Source: an optimization exercise on an open RTL-to-GDS flow (aim: a short achievable clock period and few clock cycles per item). Production flows keep margins and buffers that such runs may drop.
The RTL was checked by simulation tests, not by an equivalence proof against the original design.
Power figures rest on the tool's default switching activity, not on a simulated workload.

### design/flow/design.v
package rv_pkg;
  localparam logic [6:0] OP_REG    = 7'b0110011;
  localparam logic [6:0] OP_IMM    = 7'b0010011;
  localparam logic [6:0] OP_LOAD   = 7'b0000011;
  localparam logic [6:0] OP_STORE  = 7'b0100011;
  localparam logic [6:0] OP_BRANCH = 7'b1100011;
  localparam logic [6:0] OP_JAL    = 7'b1101111;
  typedef struct packed {
    logic [6:0] funct7;
    logic [4:0] rs2;
    logic [4:0] rs1;
    logic [2:0] funct3;
    logic [4:0] rd;
    logic [6:0] opcode;
  } rv_r_fmt_t;
  typedef struct packed {
    logic [11:0] imm12;
    logic [4:0]  rs1;
    logic [2:0]  funct3;
    logic [4:0]  rd;
    logic [6:0]  opcode;
  } rv_i_fmt_t;
  typedef struct packed {
    logic [6:0] imm_hi;
    logic [4:0] rs2;
    logic [4:0] rs1;
    logic [2:0] funct3;
    logic [4:0] imm_lo;
    logic [6:0] opcode;
  } rv_s_fmt_t;
  typedef struct packed {
    logic       imm12;
    logic [5:0] imm10_5;
    logic [4:0] rs2;
    logic [4:0] rs1;
    logic [2:0] funct3;
    logic [3:0] imm4_1;
    logic       imm11;
    logic [6:0] opcode;
  } rv_b_fmt_t;
  typedef union packed {
    rv_r_fmt_t r_fmt;
    rv_i_fmt_t i_fmt;
    rv_s_fmt_t s_fmt;
    rv_b_fmt_t b_fmt;
  } rv_inst_u;
  typedef enum logic [2:0] {
    ALU_ADD, ALU_SUB, ALU_AND, ALU_OR, ALU_XOR, ALU_SLT
  } rv_alu_op_e;
  typedef enum logic [1:0] {RES_ALU, RES_MEM, RES_PC4} rv_result_src_e;
  typedef enum logic [1:0] {IMM_I, IMM_S, IMM_B, IMM_J} rv_imm_sel_e;
  typedef enum logic [1:0] {FWD_REG, FWD_MEM, FWD_WB} rv_fwd_sel_e;
endpackage
module rv_regfile (
  input  logic        clk,
  input  logic        reset,
  input  logic [4:0]  rs1,
  input  logic [4:0]  rs2,
  input  logic [4:0]  rd,
  input  logic        we,
  input  logic [31:0] wd,
  output logic [31:0] rd1,
  output logic [31:0] rd2
);
  logic [31:0] regs [32];
  always_ff @(posedge clk) begin
    if (reset) begin
      for (int i = 0; i < 32; i++)
        regs[i] <= '0;
    end else if (we && rd != 5'd0) begin
      regs[rd] <= wd;
    end
  end
  assign rd1 = (rs1 == 5'd0) ? '0 : regs[rs1];
  assign rd2 = (rs2 == 5'd0) ? '0 : regs[rs2];
endmodule
module rv_add32 (
  input  logic [31:0] a,
  input  logic [31:0] b,
  input  logic        cin,
  output logic [31:0] s
);
  logic [31:0] p, g;
  logic [31:0] gl [6];
  logic [31:0] pl [6];
  assign p = a | b;
  assign g = a & b;
  always_comb begin
    gl[0] = g;
    pl[0] = p;
    gl[0][0] = g[0] | (p[0] & cin);
    for (int l = 0; l < 5; l++) begin
      for (int i = 0; i < 32; i++) begin
        if (i >= (1 << l)) begin
          gl[l+1][i] = gl[l][i] | (pl[l][i] & gl[l][i - (1 << l)]);
          pl[l+1][i] = pl[l][i] & pl[l][i - (1 << l)];
        end else begin
          gl[l+1][i] = gl[l][i];
          pl[l+1][i] = pl[l][i];
        end
      end
    end
  end
  assign s = a ^ (b ^ {gl[5][30:0], cin});
endmodule
import rv_pkg::*;
module rv_top (
  input  logic        clk,
  input  logic        reset,
  output logic [31:0] imem_addr,
  input  logic [31:0] imem_data,
  output logic [31:0] dmem_addr,
  output logic [31:0] write_data,
  input  logic [31:0] read_data,
  output logic        mem_req,
  output logic        mem_write
);
  localparam int BTB_IB = 5;               
  localparam int BTB_N  = 1 << BTB_IB;
  localparam int BTB_TB = 6;               
  localparam int BTB_AB = 13;              
  logic [31:0] pc;
  logic              btb_v   [BTB_N];
  logic [BTB_TB-1:0] btb_tag [BTB_N];
  logic [BTB_AB-1:1] btb_tgt [BTB_N];
  logic [1:0]        btb_ctr [BTB_N];
  logic              btb_p   [BTB_N];      
  logic              btb_lp  [BTB_N];      
  logic [3:0]        btb_trip[BTB_N];
  logic [3:0]        btb_cnt [BTB_N];
  logic [BTB_N-1:0]  f_oh;                  
  logic [BTB_TB-1:0] f_tag;
  logic              f_hit, f_pred_taken;
  logic [31:0]       f_pred_tgt, f_pc4;
  logic [BTB_AB-1:1] f_tgt_lo;
  assign imem_addr    = pc;
  assign f_tag        = pc[BTB_IB+BTB_TB+1:BTB_IB+2];
  logic [BTB_N-1:0] f_match, f_take;
  always_comb
    for (int i = 0; i < BTB_N; i++) begin
      f_match[i] = btb_v[i] && btb_tag[i] == f_tag;
      f_take[i]  = f_match[i] && btb_p[i];
    end
  assign f_hit        = |(f_oh & f_match);
  assign f_pred_taken = |(f_oh & f_take);
  always_comb begin
    f_tgt_lo = '0;
    for (int i = 0; i < BTB_N; i++)
      f_tgt_lo = f_tgt_lo | ({(BTB_AB-1){f_oh[i]}} & btb_tgt[i]);
  end
  assign f_pred_tgt   = {pc[31:BTB_AB], f_tgt_lo, 1'b0};
  assign f_pc4        = pc + 32'd4;
  logic        d_valid;
  logic [31:0] d_ir, d_pc, d_pred_tgt;
  logic        d_hit, d_pred_taken;
  logic [6:0]  d_opc;
  logic [2:0]  d_f3;
  logic [4:0]  d_rd, d_rs1, d_rs2;
  logic        d_is_r, d_is_addi, d_is_lw, d_is_sw, d_is_br, d_is_jal;
  logic        d_use1, d_use2, d_wr;
  logic [31:0] d_imm_i, d_imm_s, d_imm_b, d_imm_j;
  logic [31:0] d_tgt, d_pc4;
  logic [31:0] rf_rd1, rf_rd2, d_v1, d_v2, d_a, d_b;
  logic        d_fa, d_fb, d_fs;
  logic        load_use, d_redirect;
  logic        e_valid;
  logic [31:0] e_a, e_b, e_sd, e_pc, e_pc4, e_tgt, e_pred_tgt;
  logic        e_sub, e_and, e_or, e_xor, e_slt, e_add, e_logic;
  logic        e_wr, e_is_lw, e_is_sw, e_is_br, e_bne, e_is_jal;
  logic [4:0]  e_rd;
  logic        e_hit, e_pred_taken;
  logic        e_bwd, e_t4, e_dred;
  logic [31:0] x_a, x_b, x_bi, x_sum, x_res;
  logic        x_slt, x_eq, x_taken, x_tgt_ok, e_mispredict;
  logic [31:0] m_res, m_wd;
  logic        m_wr, m_is_lw;
  logic [4:0]  m_rd;
  logic [31:0] pc_norm_t, pc_norm_n, pc_norm, e_red_eq, e_red_ne;
  logic        mis_t, mis_n, mis_eq, mis_ne, t_eq, t_ne;
  assign pc_norm_t = load_use ? pc : f_pred_tgt;
  assign pc_norm_n = load_use ? pc : f_pc4;
  assign pc_norm   = f_pred_taken ? pc_norm_t : pc_norm_n;
  assign mis_t = e_valid && !(e_pred_taken ? x_tgt_ok : (e_t4 && e_is_br));
  assign mis_n = e_valid && e_pred_taken;
  assign t_eq = e_is_jal || (e_is_br && !e_bne);
  assign t_ne = e_is_jal || (e_is_br && e_bne);
  assign mis_eq = t_eq ? mis_t : mis_n;
  assign mis_ne = t_ne ? mis_t : mis_n;
  assign e_red_eq = t_eq ? e_tgt : e_pc4;
  assign e_red_ne = t_ne ? e_tgt : e_pc4;
  logic [31:0] pc_if_eq, pc_if_ne;
  assign pc_if_eq = reset ? 32'h0000_0000 : mis_eq ? e_red_eq : pc_norm;
  assign pc_if_ne = reset ? 32'h0000_0000 : mis_ne ? e_red_ne : pc_norm;
  logic sel_d;
  assign sel_d = d_redirect && !load_use && !reset &&
                 !(x_eq ? mis_eq : mis_ne);
  always_ff @(posedge clk)
    pc <= sel_d ? d_tgt : x_eq ? pc_if_eq : pc_if_ne;
  function automatic logic [BTB_N-1:0] oh(input logic [BTB_IB-1:0] i);
    oh = {{(BTB_N-1){1'b0}}, 1'b1} << i;
  endfunction
  logic [BTB_N-1:0] oh_norm_t, oh_norm_n, oh_norm, oh_if_eq, oh_if_ne, oh_inc;
  assign oh_inc    = {f_oh[BTB_N-2:0], f_oh[BTB_N-1]};
  assign oh_norm_t = load_use ? f_oh : oh(f_pred_tgt[BTB_IB+1:2]);
  assign oh_norm_n = load_use ? f_oh : oh_inc;
  assign oh_norm   = f_pred_taken ? oh_norm_t : oh_norm_n;
  assign oh_if_eq  = reset ? oh(BTB_IB'(0)) :
                     mis_eq ? oh(e_red_eq[BTB_IB+1:2]) : oh_norm;
  assign oh_if_ne  = reset ? oh(BTB_IB'(0)) :
                     mis_ne ? oh(e_red_ne[BTB_IB+1:2]) : oh_norm;
  always_ff @(posedge clk)
    f_oh <= sel_d ? oh(d_tgt[BTB_IB+1:2]) : x_eq ? oh_if_eq : oh_if_ne;
  always_ff @(posedge clk) begin
    if (reset || e_mispredict || (d_redirect && !load_use))
      d_valid <= 1'b0;
    else if (!load_use)
      d_valid <= 1'b1;
  end
  always_ff @(posedge clk) begin
    if (!load_use) begin
      d_ir         <= imem_data;
      d_pc         <= pc;
      d_hit        <= f_hit;
      d_pred_taken <= f_pred_taken;
      d_pred_tgt   <= f_pred_tgt;
    end
  end
  assign d_opc = d_ir[6:0];
  assign d_f3  = d_ir[14:12];
  assign d_rd  = d_ir[11:7];
  assign d_rs1 = d_ir[19:15];
  assign d_rs2 = d_ir[24:20];
  assign d_is_r    = d_opc == OP_REG && (d_f3 == 3'b000 || d_f3 == 3'b010 ||
                     d_f3 == 3'b100 || d_f3 == 3'b110 || d_f3 == 3'b111);
  assign d_is_addi = d_opc == OP_IMM && d_f3 == 3'b000;
  assign d_is_lw   = d_opc == OP_LOAD && d_f3 == 3'b010;
  assign d_is_sw   = d_opc == OP_STORE && d_f3 == 3'b010;
  assign d_is_br   = d_opc == OP_BRANCH && d_f3[2:1] == 2'b00;
  assign d_is_jal  = d_opc == OP_JAL;
  assign d_use1 = d_is_r || d_is_addi || d_is_lw || d_is_sw || d_is_br;
  assign d_use2 = d_is_r || d_is_sw || d_is_br;
  assign d_wr   = (d_is_r || d_is_addi || d_is_lw || d_is_jal) && d_rd != 5'd0;
  assign d_imm_i = {{20{d_ir[31]}}, d_ir[31:20]};
  assign d_imm_s = {{20{d_ir[31]}}, d_ir[31:25], d_ir[11:7]};
  assign d_imm_b = {{20{d_ir[31]}}, d_ir[7], d_ir[30:25], d_ir[11:8], 1'b0};
  assign d_imm_j = {{12{d_ir[31]}}, d_ir[19:12], d_ir[20], d_ir[30:21], 1'b0};
  logic [31:0] d_tgt_b, d_tgt_j;
  rv_add32 u_tgt_b (.a(d_pc), .b(d_imm_b), .cin(1'b0), .s(d_tgt_b));
  rv_add32 u_tgt_j (.a(d_pc), .b(d_imm_j), .cin(1'b0), .s(d_tgt_j));
  assign d_tgt = d_ir[2] ? d_tgt_j : d_tgt_b;
  assign d_pc4 = d_pc + 32'd4;
  logic rf_clear;
  always_ff @(posedge clk)
    rf_clear <= reset;
  rv_regfile u_regfile (
    .clk(clk), .reset(rf_clear),
    .rs1(d_rs1), .rs2(d_rs2),
    .rd(m_rd), .we(m_wr), .wd(m_wd),
    .rd1(rf_rd1), .rd2(rf_rd2)
  );
  assign d_v1 = (m_wr && m_rd == d_rs1) ? m_wd : rf_rd1;
  assign d_v2 = (m_wr && m_rd == d_rs2) ? m_wd : rf_rd2;
  assign d_a = d_is_jal ? d_pc : d_v1;
  always_comb begin
    if (d_is_r || d_is_br)
      d_b = d_v2;
    else if (d_is_jal)
      d_b = 32'd4;
    else if (d_is_sw)
      d_b = d_imm_s;
    else
      d_b = d_imm_i;
  end
  assign d_fa = e_valid && e_wr && !e_is_lw && e_rd == d_rs1 && d_use1;
  assign d_fb = e_valid && e_wr && !e_is_lw && e_rd == d_rs2 && (d_is_r || d_is_br);
  assign d_fs = e_valid && e_wr && !e_is_lw && e_rd == d_rs2 && d_is_sw;
  assign load_use = d_valid && e_valid && e_is_lw && e_wr &&
                    ((d_use1 && e_rd == d_rs1) || (d_use2 && e_rd == d_rs2));
  assign d_redirect = d_valid && !d_pred_taken &&
                      (d_is_jal || (d_is_br && !d_hit &&
                       (d_ir[31] || (!d_ir[12] && d_rs1 == d_rs2))));
  always_ff @(posedge clk) begin
    if (reset || e_mispredict || load_use || !d_valid)
      e_valid <= 1'b0;
    else
      e_valid <= 1'b1;
  end
  always_ff @(posedge clk) begin
    e_a          <= d_fa ? x_res : d_a;
    e_b          <= d_fb ? x_res : d_b;
    e_sd         <= d_fs ? x_res : d_v2;
    e_sub        <= d_is_r && d_f3 == 3'b000 && d_ir[30];
    e_and        <= d_is_r && d_f3 == 3'b111;
    e_or         <= d_is_r && d_f3 == 3'b110;
    e_xor        <= d_is_r && d_f3 == 3'b100;
    e_slt        <= d_is_r && d_f3 == 3'b010;
    e_add        <= !(d_is_r && d_f3 != 3'b000) && !(d_is_r && d_ir[30]);
    e_logic      <= d_is_r && d_f3[2];
    e_wr         <= d_wr;
    e_rd         <= d_rd;
    e_is_lw      <= d_is_lw;
    e_is_sw      <= d_is_sw;
    e_is_br      <= d_is_br;
    e_bne        <= d_f3[0];
    e_is_jal     <= d_is_jal;
    e_pc         <= d_pc;
    e_pc4        <= d_pc4;
    e_tgt        <= d_tgt;
    e_hit        <= d_hit;
    e_bwd        <= d_ir[31];
    e_t4         <= d_ir[31:25] == 7'd0 && d_ir[11:7] == 5'b00100;
    e_pred_taken <= d_pred_taken || d_redirect;
    e_pred_tgt   <= d_pred_tgt;
    e_dred       <= d_redirect;
  end
  assign x_a  = e_a;
  assign x_b  = e_b;
  logic [31:0] x_diff;
  assign x_bi = ~x_b;
  rv_add32 u_add (.a(x_a), .b(x_b),  .cin(1'b0), .s(x_sum));
  rv_add32 u_sub (.a(x_a), .b(x_bi), .cin(1'b1), .s(x_diff));
  assign x_slt = (x_a[31] ^ x_b[31]) ? x_a[31] : x_diff[31];
  logic [31:0] x_logic;
  always_comb begin
    if (e_and)
      x_logic = x_a & x_b;
    else if (e_or)
      x_logic = x_a | x_b;
    else
      x_logic = x_a ^ x_b;
  end
  assign x_res = ({32{e_add}} & x_sum) | ({32{e_sub}} & x_diff) |
                 ({32{e_logic}} & x_logic) | {31'd0, e_slt & x_slt};
  assign x_eq  = e_a == e_b;
  assign x_taken  = x_eq ? t_eq : t_ne;
  assign x_tgt_ok = e_dred || e_pred_tgt == e_tgt;
  assign e_mispredict = x_eq ? mis_eq : mis_ne;
  logic              u_we, u_taken, u_hit, u_lp, u_bwd;
  logic [BTB_IB-1:0] u_idx;
  logic [BTB_TB-1:0] u_tag;
  logic [1:0]        u_ctr;
  logic [3:0]        u_trip, u_cnt;
  logic [BTB_AB-1:1] u_tgt;
  always_ff @(posedge clk) begin
    if (reset)
      u_we <= 1'b0;
    else
      u_we <= e_valid && (e_is_br || e_is_jal) &&
              (e_hit || x_taken || e_pred_taken);
  end
  always_ff @(posedge clk) begin
    u_taken <= x_taken;
    u_bwd   <= e_is_br && e_bwd;
    u_idx   <= e_pc[BTB_IB+1:2];
    u_tag   <= e_pc[BTB_IB+BTB_TB+1:BTB_IB+2];
    u_tgt   <= e_tgt[BTB_AB-1:1];
  end
  logic              w_we, w_taken, w_bwd;
  logic [BTB_IB-1:0] w_idx;
  logic [BTB_TB-1:0] w_tag;
  logic [BTB_AB-1:1] w_tgt;
  always_ff @(posedge clk) begin
    if (reset)
      w_we <= 1'b0;
    else
      w_we <= u_we;
  end
  always_ff @(posedge clk) begin
    w_taken <= u_taken;
    w_bwd   <= u_bwd;
    w_idx   <= u_idx;
    w_tag   <= u_tag;
    w_tgt   <= u_tgt;
    u_hit   <= btb_v[u_idx] && btb_tag[u_idx] == u_tag;
    u_lp    <= btb_lp[u_idx];
    u_ctr   <= btb_ctr[u_idx];
    u_trip  <= btb_trip[u_idx];
    u_cnt   <= btb_cnt[u_idx];
  end
  logic [1:0] u_ctr_new;
  logic       u_lp_new, u_p_new;
  logic [3:0] u_trip_new, u_cnt_new;
  always_comb begin
    if (!u_hit)
      u_ctr_new = w_taken ? 2'b11 : 2'b00;
    else if (w_taken)
      u_ctr_new = (u_ctr == 2'b11) ? 2'b11 : u_ctr + 2'b01;
    else
      u_ctr_new = (u_ctr == 2'b00) ? 2'b00 : u_ctr - 2'b01;
    u_lp_new   = u_hit && u_lp;
    u_trip_new = u_trip;
    u_cnt_new  = 4'd0;
    if (!u_hit && w_bwd && w_taken)
      u_cnt_new = 4'd1;
    if (u_hit && w_bwd) begin
      if (w_taken) begin
        u_cnt_new = u_cnt + 4'd1;
        if (u_cnt == 4'd15)
          u_lp_new = 1'b0;
      end else begin
        u_trip_new = u_cnt + 4'd1;
        u_lp_new   = u_cnt != 4'd15;
      end
    end
    if (u_lp_new)
      u_p_new = u_cnt_new + 4'd1 != u_trip_new;
    else
      u_p_new = u_ctr_new[1];
  end
  always_ff @(posedge clk) begin
    if (reset) begin
      for (int i = 0; i < BTB_N; i++)
        btb_v[i] <= 1'b0;
    end else if (w_we) begin
      btb_v[w_idx] <= 1'b1;
    end
  end
  always_ff @(posedge clk) begin
    if (w_we) begin
      btb_tag[w_idx]  <= w_tag;
      btb_ctr[w_idx]  <= u_ctr_new;
      btb_p[w_idx]    <= u_p_new;
      btb_lp[w_idx]   <= u_lp_new;
      btb_trip[w_idx] <= u_trip_new;
      btb_cnt[w_idx]  <= u_cnt_new;
      if (w_taken || !u_hit)
        btb_tgt[w_idx] <= w_tgt;
    end
  end
  always_ff @(posedge clk) begin
    if (reset) begin
      m_wr      <= 1'b0;
      m_is_lw   <= 1'b0;
      mem_req   <= 1'b0;
    end else begin
      m_wr      <= e_valid && e_wr;
      m_is_lw   <= e_valid && e_is_lw;
      mem_req   <= e_valid && (e_is_lw || e_is_sw);
    end
  end
  always_ff @(posedge clk) begin
    m_res     <= x_res;
    m_rd      <= e_rd;
    mem_write <= e_is_sw;
    if (e_is_sw)
      write_data <= e_sd;
  end
  assign dmem_addr = m_res;
  assign m_wd = m_is_lw ? read_data : m_res;
endmodule
### design/flow/run.sh
#!/bin/bash
# synth_recipe.tcl (not shown) runs the flow's synth.tcl, then flattens the netlist and writes it again
# the make line also repeats each setting of config.mk as NAME=value (left out here)
make -C /OpenROAD-flow-scripts/flow DESIGN_CONFIG=/design/flow/config.mk WORK_HOME=/design/flow/orfs CLKGATE_MAP_FILE= SYNTH_SCRIPT=/design/flow/synth_recipe.tcl finish
### design/flow/config.mk
export PLATFORM = sky130hd
export DESIGN_NAME = rv_top
export DESIGN_NICKNAME = rv_top
export VERILOG_FILES = /design/flow/design.v
export SDC_FILE = /design/flow/constraint.sdc
export NUM_CORES = 4
export LEC_CHECK = 0
export ABC_CLOCK_PERIOD_IN_PS = 2500
export CAP_MARGIN = 20
export CORE_MARGIN = 2
export CORE_UTILIZATION = 50
export SETUP_SLACK_MARGIN = 5
export SLEW_MARGIN = 20
### design/flow/constraint.sdc
create_clock -name core_clock -period 8.5 [get_ports {clk}]
set_input_delay 1.7000 -clock core_clock [delete_from_list [all_inputs] [get_ports {clk}]]
set_output_delay 1.7000 -clock core_clock [all_outputs]
set_load 0.01 [all_outputs]
==> results of run 1 <==
## per-layer routing
metal,up-vias,track usage [%],share of wire [%]
li1,32500,-,-
met1,41500,50.4,39
met2,5881,49.8,43
met3,960,10.2,14
met4,24,14.1,4.8
met5,-,0,0.038
## area by class of cell
class                      count  area [sq um]
timing repair buffer         654          6640
sequential                  2531         71800
timing repair inverter         2          17.5
inverter                     204           801
clock buffer                 380          8020
tap                         3150          3940
antenna                       12          30.0
multi-input combinational   4977         46200
clock inverter               116          1070
fill                       18300         96600
## report_power, final
group / internal, mW / switching, mW / total [mW] / leakage [nW]
sequential: 13.8 / 0.444 / 14.3 / 24.1
combinational: 1.55 / 2.98 / 4.54 / 20.3
clock: 7.17 / 5.05 / 12.2 / 4.44
## critical path, delay by kind of cell (launching register included)
family	cells	cell delay [ns]
DFF	1	0.53
xor gates and xnor gates	1	0.30
and+or+nand+nor	2	0.59
muxes	1	0.18
adders and majority gates	2	0.68
AOI/OAI and AO/OA	6	1.31
## how the worst min path moves through the flow
stage,to,slack [ns],from,cells after the start
after floorplan,u_idx[0],0.31,e_pc[2],0
after global placement,u_idx[1],0.31,e_pc[3],0
after detailed placement,u_tag[0],0.32,e_pc[7],0
after CTS,u_tag[5],0.30,e_pc[12],0
after global routing,u_tag[5],0.33,e_pc[12],0
final,u_tag[5],0.31,e_pc[12],0
## cells by family (layout without fill, tap and decap cells)
logic type | count (synthesis) | in the layout | synth area share (%)
flip-flops | 2531 | 2531 | 60.6
AND/OR/NAND/NOR | 2292 | 2294 | 8.44
AO/OA/AOI/OAI | 1051 | 1052 | 5.98
multiplexers | 1006 | 1006 | 17.2
buffers and inverters | 876 | 1356 | 2.90
XOR/XNOR | 451 | 451 | 3.34
adder cells (fa/ha/maj) | 142 | 142 | 1.50
other | 1 | 44 | 0.00317
## Yosys cell counts (162+ instances only)
master	number
clkbuf_1	514
a21oi_1	235
inv_1	201
mux4_2	820
nor2_1	1357
mux2i_1	172
dfxtp_1	437
a22oi_1	162
edfxtp_1	2094
xnor2_1	227
xor2_1	224
nand2_1	330
o21ai_0	186
## layout by cell type, fill, tap and decap left out, types with 129 or more instances in the layout
| master | Yosys | final |
|---|---|---|
| clkbuf_16 | 0 | 315 |
| o21ai_0 | 186 | 152 |
| edfxtp_1 | 2094 | 2094 |
| xor2_1 | 224 | 211 |
| mux4_2 | 820 | 820 |
| nor2_1 | 1357 | 1311 |
| mux2i_1 | 172 | 129 |
| a22oi_1 | 162 | 162 |
| inv_1 | 201 | 194 |
| dfxtp_1 | 437 | 358 |
| buf_4 | 28 | 379 |
| a21oi_1 | 235 | 192 |
| nand2_1 | 330 | 295 |
| xnor2_1 | 227 | 219 |
## state kept, by name, summed over array words and instances, names as in the netlist, 64 cells and up, named ones only
name	cells
u_regfile.regs	1024
btb_tag	192
btb_trip	128
btb_ctr	64
btb_cnt	128
btb_tgt	384
## stage by stage
step                instances  power (mW)  hold WS (ns)  cell area, sq um  worst slack, ns
finish                  12000        31.0         0.308            139000             4.82
global route            12000        31.7         0.327            139000             4.73
CTS                     11900        30.8         0.304            136000             4.88
detailed placement      11300        18.6         0.316            124000             3.32
global placement        11300        18.5         0.312            124000             3.35
floorplan                8381        16.6         0.310            118000             5.04
## what timing repair did
item                                    4_1_cts  5_1_grt
hold buffers                                  0        0
gates cloned                                 23       14
gates resized for setup                     419      276
pin swaps                                    44      118
endpoints found under the setup margin      353      198
setup buffers                               123       89
==> metrics.md, run 1 <==
| Metric | Value |
|---|---|
| Port Buffers | 163 |
| Yosys top cell area share | 53.2% |
| Worst Max-Slew Pin Slew | 1.22 ns |
| CP max-delay cell | edfxtp_1 |
| Top Ports | 164 |
| Worst EP required | 9.34 ns |
| Starting Density | 50.2% |
| Slowest stage delay, CP | 0.53 ns |
| #FFs+latches synth | 2531 |
| Hold crit path type | reg -> reg |
| Detailed Route WL | 430000 um |
| Status | no timing/DRC/antenna violations |
| Crit-path cells | a221oi_4 > a21oi_2 > a311oi_2 > o21ai_1 > maj3_2 > maj3_2 > or3_4 > or2_0 > a31o_2 > mux2i_1 > xor2_1 > o2bb2ai_1 |
| Worst Path Class, Setup | reg -> reg |
| Number of global-route vias before repair | 77600 |
| H-tree levels | 5 |
| Slew Limit Fails | 0 |
| Critical Path Most Common Cell | maj3_2 |
| Reg2reg end | pc[29] |
| # DRC | 0 |
| CTS Root Cell | clkbuf_16 |
| Cells after Synth | 8350 |
| Dpl hpwl | 251000 um |
| DIE AREA | 0.240 sq mm |
| CP max FO | 4 |
| CTS tree | built |
| CP Capture Point | pc[29] |
| Slew headroom | 18.5% |
| First-pass GRT wire length | 593000 um |
| Post-Syn Area | 0.118 sq mm |
| Std cell rows | 178 |
| Area Overhead vs Synth | 17.3% |
| Clock Skew | 0.0747 ns |
| Clk latency of the worst-skew pair | 0.97 ns |
| Sequential-to-total area share from yosys stat | 60.6% |
| Clock sink total | 2531 |
| Avg WL per Cell | 35.8 um |
| Final hold violations | 0 |
| Initial drt markers | 13300 |
| Pleak | 48.8 nW |
| Fmax | 272 MHz |
| Setup crit end kind | flip-flop |
| GRT overflow | 0 |
| Clk buf depth | 4 |
| Largest net degree at the start of global routing | 81 |
| Reg clk slew, reported paths | 0.06 ns |
| Initial antenna violation count | 31 |
| CTS buffer count | 288 |
| Drt first pass iters | 8 |
| Synth top area cells | edfxtp_1 53%, mux4_2 16%, dfxtp_1 7.4% |
| Total global routing track utilization | 34.9% |
| NumNets Final | 8855 |
| Die width | 490 um |
| Post-synth top area cell | edfxtp_1 |
| Max-cap violations | 0 |
| Synthesis Warnings | 5 |
| Routed via count | 80900 |
| Placer Congestion | 0.948 |
| Crit share post-route | 43.3% |
| Crit start category | flip-flop |
| Crit path from | d_ir[10] |
| Reg2Reg Depth | 12 |
| RSZ-0062 raised after global routing | yes |
| Critical Path AT | 4.52 ns |
| Post-route minimum period | 3.68 ns |
| Die height | 490 um |
| VDD IR max | 0.176 mV |
| Core area | 0.235 sq mm |
| Vias per cell | 6.73 |
| Netlist cell types | 97 |
| Flop2flop setup slack | 4.82 ns |
| Share of cells above drive strength 1 | 25.9% |
| Async S/R FF share, synth | 0% |
| Endpoints failing setup | 0 |
| PwrDens | 224 mW/mm^2 |
| Reg2Reg Launch Point | d_ir[10] |
| Avg Cell Area, Syn | 14.2 sq um |
| Fin Setup TNS | 0 ns |
| Number of enable flip-flop cells after synthesis | 2094 |
| Final core occ | 58.9% |
| Primary FF master, synth | edfxtp_1 |
| ANT nets after route | 0 |
Testbench counts, summed over its fixed seeds: cycles 65,292, instrs 60,986.
==> inputs of run 2 (changes only) <==
--- a/design/flow/config.mk
+++ b/design/flow/config.mk
@@ -10,4 +10,5 @@
 export CORE_MARGIN = 2
 export CORE_UTILIZATION = 50
+export PLACE_DENSITY = 0.7
 export SETUP_SLACK_MARGIN = 5
 export SLEW_MARGIN = 20
==> run 2 against run 1 <==
  * Still clean
  * Register-to-register slack gained 0.04 ns
  * Wire length shrank 2.4%
  * Sequential share of layout area grew 0.22 points
  * Setup slack gained 0.038 ns
  * Cell count is essentially flat
  * Utilization shrank 0.24 points
  * Flip-flop and latch count is the same
  * Critical endpoint is now pc[30]
  * Largest cell class unchanged
  * Largest power group unchanged
  * Highest routed layer unchanged
==> metrics.md, run 2 <==
| Metric | Value |
|---|---|
| Total global routing track utilization | 34.1% |
| Number of global-route vias before repair | 79600 |
| Starting Density | 50.2% |
| RSZ-0062 raised after global routing | yes |
| Largest family of logic cells by synthesized area | multiplexers |
| # DRC | 0 |
| Area Overhead vs Synth | 16.8% |
| Synth Area in Compound Gates | 5.98% |
| Fillers | 17800 |
| Placer Congestion | 0.965 |
| Pleak | 48.5 nW |
| CTS tree | built |
| Reg2reg end | pc[30] |
| Hold_sp | u_tgt[6] |
| Fin Setup TNS | 0 ns |
| Die height | 490 um |
| Reg2Reg Depth | 13 |
| Total chip power | 31.1 mW |
| Async S/R FF share, synth | 0% |
| Dpl hpwl | 246000 um |
| Clock sink total | 2531 |
| Simple-gate share of the synthesized area | 8.44% |
| First-pass GRT wire length | 586000 um |
| Clk latency of the worst-skew pair | 0.99 ns |
| Clk buf depth | 4 |
| Slew Limit Fails | 0 |
| Reg clk slew, reported paths | 0.06 ns |
| Top Ports | 164 |
| Routed via count | 82100 |
| CP max FO | 5 |
| Worst Path Class, Setup | reg -> reg |
| PwrDens | 226 mW/mm^2 |
| GRT overflow | 0 |
| Vias per cell | 6.83 |
| CTS Hold Bufs | 0 |
| Final core occ | 58.7% |
| Hold crit path type | reg -> reg |
| Critical Path AT | 4.52 ns |
| Placed cell area | 0.124 sq mm |
| Avg Cell Area, Syn | 14.2 sq um |
| Status | no timing/DRC/antenna violations |
| DIE AREA | 0.240 sq mm |
| Max-cap violations | 0 |
| Cells after Synth | 8350 |
| Flop2flop setup slack | 4.86 ns |
| Post-Syn Area | 0.118 sq mm |
| Post-route minimum period | 3.64 ns |
| Post-synth top area cell | edfxtp_1 |
| Most frequent cells in the layout | 2094 x edfxtp_1, 1310 x nor2_1, 820 x mux4_2 |
| Max reg flops | 1024 |
| Reg2Reg Launch Point | d_ir[10] |
| Std cell rows | 178 |
| Die width | 490 um |
| Setup crit end kind | flip-flop |
| Crit path from | d_ir[10] |
| Initial antenna violation count | 39 |
| H-tree levels | 5 |
| Worst Hold Path Cells | 0 |
| Worst EP required | 9.37 ns |
| Synth top area cells | edfxtp_1 53%, mux4_2 16%, dfxtp_1 7.4% |
| Yosys top cell area share | 53.2% |
| Drt first pass iters | 7 |
| Crit start category | flip-flop |
| Port Buffers | 163 |
| Fmax | 274 MHz |
| Endpoints failing setup | 0 |
| CP Capture Point | pc[30] |
| Post-synthesis xor/xnor area fraction | 3.34% |
| CTS Root Cell | clkbuf_16 |
| Netlist cell types | 97 |
| Share of cells above drive strength 1 | 25.4% |
| VDD IR max | 0.158 mV |
| Commonest cells in the netlist | 2094 x edfxtp_1, 1357 x nor2_1, 820 x mux4_2, 514 x clkbuf_1, 437 x dfxtp_1 |
| Initial drt markers | 14400 |
| Crit share post-route | 42.9% |
| Detailed Route WL | 420000 um |
| ANT nets after route | 0 |
| Final hold violations | 0 |
| Avg WL per Cell | 34.9 um |
| Most frequent cell after synthesis | edfxtp_1 |
| Mux contribution to synthesized area | 17.2% |
| Core area | 0.235 sq mm |
| Primary FF master, synth | edfxtp_1 |
| Largest net degree at the start of global routing | 72 |
| Number of enable flip-flop cells after synthesis | 2094 |
| Biggest register | u_regfile.regs |
| Slew headroom | 17.7% |
| Worst Max-Slew Pin Slew | 1.23 ns |
| Regs by FF count | u_regfile.regs: 1024 flops, btb_tgt: 384 flops, btb_tag: 192 flops |
| NumNets Final | 8831 |
| CTS buffer count | 287 |
| Final Cell Area | 0.138 sq mm |
| Sequential-to-total area share from yosys stat | 60.6% |
| Adder-cell share of the synthesized area | 1.50% |
| Commonest non-fill, non-tap cell in the layout | edfxtp_1 |
| Synthesis Warnings | 5 |
| Clock Skew | 0.0791 ns |
| #FFs+latches synth | 2531 |
run 2: cell count changes in the layout (fill, tap and decap cells not counted), moves of 10 or more:
cell	delta
clkbuf_16	-17
buf_6	-13
nand2b_4	-13
a21oi_2	-13
diode_2	+12
nand2b_2	+16
a21oi_1	+13
clkinv_2	+11
nor4_1	+10
buf_16	-14
xor2_1	+11
xor2_2	-12
run 2: critical path, cell delays in order (launching register included):
cell       delay (ns)
edfxtp_1         0.51
a221oi_4         0.40
a21oi_2          0.06
a311oi_2         0.33
o21ai_1          0.13
maj3_2           0.34
maj3_2           0.37
or3_4            0.40
buf_6            0.13
a2111oi_4        0.27
a21oi_4          0.09
mux2i_1          0.19
xor2_1           0.22
o2bb2ai_1        0.14
run 2: worst min-delay path by stage:
stage                           end
after CTS                  w_tgt[6]
final                      w_tgt[6]
after detailed placement  w_tgt[11]
after global routing       w_tgt[6]
after floorplan            u_idx[0]
after global placement     u_idx[3]
run 2: where the power goes:
part	internal, mW	switching (mW)	total [mW]	leakage, nW
Combinational	1.53	3.00	4.53	20.0
Clock	7.21	5.07	12.3	4.47
Sequential	13.8	0.507	14.3	24.1
run 2: kinds of logic after synthesis:
group	after synthesis
multiplexers	1006
XOR/XNOR	451
other	1
AO/OA/AOI/OAI	1051
buffers and inverters	876
adder cells (fa/ha/maj)	142
flip-flops	2531
AND/OR/NAND/NOR	2292
run 2: cell type report:
class	instances	area (sq um)	area share [%]
repair buffers	628	6250	4.53
inverters	204	798	0.578
diodes	24	60.1	0.0435
multi-input cells	4981	46000	33.3
repair inverters	1	11.3	0.00816
flip-flops and latches	2531	71800	52.1
clock inverters	120	1240	0.901
well taps	3150	3940	2.86
clock buffers	382	7880	5.71
run 2: metrics by stage:
step,setup slack (ns),std cells,hold slack [ns]
finish,4.86,12000,0.294
global route,4.76,12000,0.303
CTS,4.94,11900,0.292
detailed placement,3.77,11300,0.312
global placement,3.81,11300,0.312
floorplan,5.04,8381,0.310
run 2: layer usage:
layer	track usage (%)	wire length (um)	up-vias
met4	20.8	31000	22
met3	11.7	64300	1430
li1	-	-	32500
met5	1.31	416	-
met2	48.6	179000	7036
met1	45.0	145000	41100
run 2: repair_timing:
action	in CTS	in global routing
gates resized for setup	390	246
setup endpoints to repair	446	195
setup buffers	101	90
pin swaps	43	92
cloned	22	8
==> inputs of run 3 (changes only) <==
--- a/design/flow/design.v
+++ b/design/flow/design.v
@@ -53,25 +53,34 @@
 endpackage
 module rv_regfile (
-  input  logic        clk,
-  input  logic        reset,
-  input  logic [4:0]  rs1,
-  input  logic [4:0]  rs2,
-  input  logic [4:0]  rd,
-  input  logic        we,
-  input  logic [31:0] wd,
-  output logic [31:0] rd1,
-  output logic [31:0] rd2
+  input  logic                      clk,
+  input  logic                      reset,
+  input  logic [32-1:0]  rs1_oh,
+  input  logic [32-1:0]  rs2_oh,
+  input  logic [32-1:0]  we_oh,
+  input  logic [31:0]               wd,
+  output logic [31:0]               rd1,
+  output logic [31:0]               rd2
 );
-  logic [31:0] regs [32];
+  logic [31:0]              regs [32];
+  logic [32-1:0] valid;
   always_ff @(posedge clk) begin
-    if (reset) begin
-      for (int i = 0; i < 32; i++)
-        regs[i] <= '0;
-    end else if (we && rd != 5'd0) begin
-      regs[rd] <= wd;
+    for (int i = 1; i < 32; i++)
+      if (we_oh[i])
+        regs[i] <= wd;
+  end
+  always_ff @(posedge clk) begin
+    if (reset)
+      valid <= '0;
+    else
+      valid <= valid | {we_oh[32-1:1], 1'b0};
+  end
+  always_comb begin
+    rd1 = '0;
+    rd2 = '0;
+    for (int i = 1; i < 32; i++) begin
+      rd1 = rd1 | ({32{rs1_oh[i] & valid[i]}} & regs[i]);
+      rd2 = rd2 | ({32{rs2_oh[i] & valid[i]}} & regs[i]);
     end
   end
-  assign rd1 = (rs1 == 5'd0) ? '0 : regs[rs1];
-  assign rd2 = (rs2 == 5'd0) ? '0 : regs[rs2];
 endmodule
 module rv_add32 (
@@ -162,4 +171,8 @@
   logic [31:0] d_tgt, d_pc4;
   logic [31:0] rf_rd1, rf_rd2, d_v1, d_v2, d_a, d_b;
+  logic [31:0] d_oh1, d_oh2;              
+  function automatic logic [31:0] dec32(input logic [4:0] r);
+    dec32 = 32'd1 << r;
+  endfunction
   logic        d_fa, d_fb, d_fs;
   logic        load_use, d_redirect;
@@ -176,4 +189,5 @@
   logic        m_wr, m_is_lw;
   logic [4:0]  m_rd;
+  logic [31:0] m_we_oh;                   
   logic [31:0] pc_norm_t, pc_norm_n, pc_norm, e_red_eq, e_red_ne;
   logic        mis_t, mis_n, mis_eq, mis_ne, t_eq, t_ne;
@@ -224,4 +238,6 @@
       d_pred_taken <= f_pred_taken;
       d_pred_tgt   <= f_pred_tgt;
+      d_oh1        <= dec32(imem_data[19:15]);
+      d_oh2        <= dec32(imem_data[24:20]);
     end
   end
@@ -255,6 +271,5 @@
   rv_regfile u_regfile (
     .clk(clk), .reset(rf_clear),
-    .rs1(d_rs1), .rs2(d_rs2),
-    .rd(m_rd), .we(m_wr), .wd(m_wd),
+    .rs1_oh(d_oh1), .rs2_oh(d_oh2), .we_oh(m_we_oh), .wd(m_wd),
     .rd1(rf_rd1), .rd2(rf_rd2)
   );
@@ -431,8 +446,10 @@
     if (reset) begin
       m_wr      <= 1'b0;
+      m_we_oh   <= '0;
       m_is_lw   <= 1'b0;
       mem_req   <= 1'b0;
     end else begin
       m_wr      <= e_valid && e_wr;
+      m_we_oh   <= (e_valid && e_wr) ? dec32(e_rd) : 32'd0;
       m_is_lw   <= e_valid && e_is_lw;
       mem_req   <= e_valid && (e_is_lw || e_is_sw);
--- a/design/flow/config.mk
+++ b/design/flow/config.mk
@@ -10,5 +10,4 @@
 export CORE_MARGIN = 2
 export CORE_UTILIZATION = 50
-export PLACE_DENSITY = 0.7
 export SETUP_SLACK_MARGIN = 5
 export SLEW_MARGIN = 20
==> run 3 against run 2 <==
  * Area after synthesis decreased by 5.9%
  * Sequential power about the same
  * Cell count decreased by 3.7%
  * Combinational power decreased by 75%
  * Via count increased by 1.5%
  * First-iteration DRC count about the same
  * Clock power about the same
  * Total power decreased by 11%
  * Sequential share of layout area increased by 4.4 points
  * Flip-flop and latch count increased by 82
==> metrics.md, run 3 <==
| Metric | Value |
|---|---|
| Clk latency of the worst-skew pair | 0.97 ns |
| Final hold violations | 0 |
| Grt met2 use | 63.6% |
| Post-route minimum period | 3.64 ns |
| Synth top area cells | edfxtp_1 57%, dfxtp_1 8.8%, mux4_2 3.6% |
| Met1 usage | 47.8% |
| Number of enable flip-flop cells after synthesis | 2124 |
| Core area | 0.222 sq mm |
| Met3 usage | 12.1% |
| Post-synth top area cell | edfxtp_1 |
| Number of global-route vias before repair | 78800 |
| Status | no timing/DRC/antenna violations |
| Async S/R FF share, synth | 0% |
| Crit share post-route | 42.8% |
| #FFs+latches synth | 2613 |
| Dpl hpwl | 280000 um |
| Clk buf depth | 4 |
| Synthesis Warnings | 6 |
| Yosys top cell area share | 57.4% |
| Critical Path AT | 4.42 ns |
| Netlist cell types | 93 |
| Routed via count | 83300 |
| Slew headroom | 15.7% |
| VDD IR max | 0.216 mV |
| Hold_sp | u_tgt[9] |
| H-tree levels | 5 |
| Avg WL per Cell | 40.7 um |
| Worst Path Class, Setup | reg -> reg |
| Setup crit end kind | flip-flop |
| Placer Congestion | 0.958 |
| Commonest cells in the netlist | 2124 x edfxtp_1, 489 x dfxtp_1, 484 x nor2_1, 458 x clkbuf_1, 396 x a221oi_1 |
| Starting Density | 50.1% |
| ANT nets after route | 0 |
| Std cell rows | 173 |
| # DRC | 0 |
| Drt first pass iters | 10 |
| Placed Cells | 10800 |
| Fmax | 275 MHz |
| Final core occ | 59.0% |
| CTS buffer count | 292 |
| Max-cap violations | 0 |
| Initial antenna violation count | 24 |
| Commonest non-fill, non-tap cell in the layout | edfxtp_1 |
| Hold crit path type | reg -> reg |
| Die height | 475 um |
| Fin Setup TNS | 0 ns |
| Sequential-to-total area share from yosys stat | 66.2% |
| Most frequent cell after synthesis | edfxtp_1 |
| PwrDens | 211 mW/mm^2 |
| Reg clk slew, reported paths | 0.07 ns |
| Initial drt markers | 14400 |
| NumNets Final | 8561 |
| Max reg flops | 992 |
| Reg2Reg Launch Point | d_oh1[24] |
| CP max FO | 19 |
| Fin cells | 11600 |
| Area Overhead vs Synth | 17.7% |
| CTS Hold Bufs | 0 |
| Vias per cell | 7.20 |
| First-pass GRT wire length | 637000 um |
| CTS Root Cell | clkbuf_16 |
| RSZ-0062 raised after global routing | yes |
| Pleak | 44.8 nW |
| Top Ports | 164 |
| Port Buffers | 163 |
| Most frequent cells in the layout | 2124 x edfxtp_1, 454 x buf_4, 444 x nor2_1 |
| Die width | 475 um |
| DIE AREA | 0.226 sq mm |
| Crit start category | flip-flop |
| Avg Cell Area, Syn | 14.0 sq um |
| Regs by FF count | u_regfile.regs: 992 flops, btb_tgt: 384 flops, btb_tag: 192 flops |
| Clock sink total | 2613 |
| Detailed Route WL | 471000 um |
| Largest net degree at the start of global routing | 67 |
| Worst Max-Slew Pin Slew | 1.25 ns |
| Crit path from | d_oh1[24] |
| Endpoints failing setup | 0 |
| Worst EP required | 9.29 ns |
| Biggest register | u_regfile.regs |
| Grt peak-use layer | met2 |
| GRT overflow | 0 |
| Flop2flop setup slack | 4.86 ns |
| Hold Slack | 0.317 ns |
| Cells after Synth | 7945 |
| Primary FF master, synth | edfxtp_1 |
| Total global routing track utilization | 40.8% |
| Clock Skew | 0.0632 ns |
| Post-Syn Area | 0.111 sq mm |
| Slew Limit Fails | 0 |
| CTS tree | built |
| Total chip power | 27.6 mW |
| Share of cells above drive strength 1 | 20.5% |
| Fillers | 17300 |
[run 3: changes by cell type after synthesis, sizes merged, moves of 59 or more]
cell,previous run,this run
nand4,67,222
a221oi,25,396
mux4,820,180
nor3,109,168
a22o,20,381
a22oi,162,348
nor2,1358,484
[run 3: power by group]
part | internal (mW) | total [mW] | switching, mW | leakage (nW)
Sequential | 14.0 | 14.1 | 0.184 | 23.7
Combinational | 0.425 | 1.14 | 0.713 | 16.6
Clock | 7.20 | 12.3 | 5.11 | 4.48
Total | 21.6 | 27.6 | 6.01 | 44.8
[run 3: worst max-delay path, stage by stage, from the launching register on]
cell and delay [ns]:
edfxtp_1 0.34, and2_2 0.54, buf_4 0.48, a22o_1 0.26
a221oi_1 0.30, nand4_1 0.14, nor3_1 0.50, a211oi_1 0.17
a21oi_1 0.55, mux2i_1 0.16
[run 3: metal layers]
metal | up-vias | share of wire (%)
met5 | - | 0.059
met4 | 24 | 9.8
met3 | 2345 | 12
met2 | 7182 | 45
met1 | 41300 | 33
li1 | 32400 | -
[run 3: kinds of logic (layout without fill, tap and decap cells)]
family                     after synthesis  count (layout)  share of synthesized area (%)
buffers and inverters                  796            1423                           2.84
muxes                                  324             324                           4.98
adders and majority gates              142             142                           1.59
and+or+nand+nor                       1659            1660                           7.40
AOI/OAI and AO/OA                     1959            1961                           13.4
other                                    0              21                              0
xor gates and xnor gates               452             452                           3.57
DFF                                   2613            2613                           66.2
[run 3: worst paths after layout]
kind	endpoint	depth (start not counted)
setup / recovery	e_a[29]	9
hold reg to reg	w_tgt[9]	0
setup reg to reg	e_a[29]	9
hold / removal	w_tgt[9]	0
[run 3: through the flow]
stage	setup slack [ns]	area (sq um)
after floorplan	5.05	111000
after global placement	2.63	117000
after detailed placement	3.26	117000
after CTS	4.94	129000
after global routing	4.85	131000
final	4.86	131000
[run 3: layout make-up]
class                           count  area (sq um)  share of cell area, %
Clock inverter                     97           862                  0.659
Sequential cell                  2613         73900                   56.5
Clock buffer                      408          8280                   6.33
Timing Repair Buffer              696          6400                   4.89
Multi-Input combinational cell   4539         36800                   28.1
Inverter                          222           852                  0.651
Tap cell                         2975          3720                   2.85
Antenna cell                       21          52.6                 0.0402
[run 3: repair_timing]
item	CTS	global route
setup endpoints to repair	406	199
pin swaps	44	102
resized for setup	468	241
setup buffers	115	116
gates cloned	15	1
Testbench counts of run 3, summed over its fixed seeds: cycles 65,292, instrs 60,986.

static timing again, ports no longer ideal:
In the flow no input, the clock included, has a driving cell. The finished layouts below were timed again as built, in two steps. Step 1, drivers: a clkbuf_16 drives clk and a buf_2 each remaining input, both assumed. Step 2 adds t to the input delays and takes it off the output delays; t is the mean of the earliest and latest rising clock arrival at the registers after step 1. Input paths then give back, and output paths get back, about the clock's delay inside the block. Slacks: no drivers / after step 1 / after step 2; pairs: no drivers / after step 1.
run | shift t [ns] | setup WS [ns] | worst setup path after step 2 | worst slew at a driven data input, ns
run 1 | 1.016 | 4.819 / 4.819 / 4.303 | input to register | 0.20
run 2 | 1.044 | 4.857 / 4.857 / 4.040 | input to register | 0.28
run 3 | 1.027 | 4.864 / 4.864 / 4.033 | input to register | 0.08
After both steps every run listed still meets setup and hold. For run 3, which loses most, drivers alone change the setup slack by 0.000 ns; drivers and shift together by -0.831 ns.
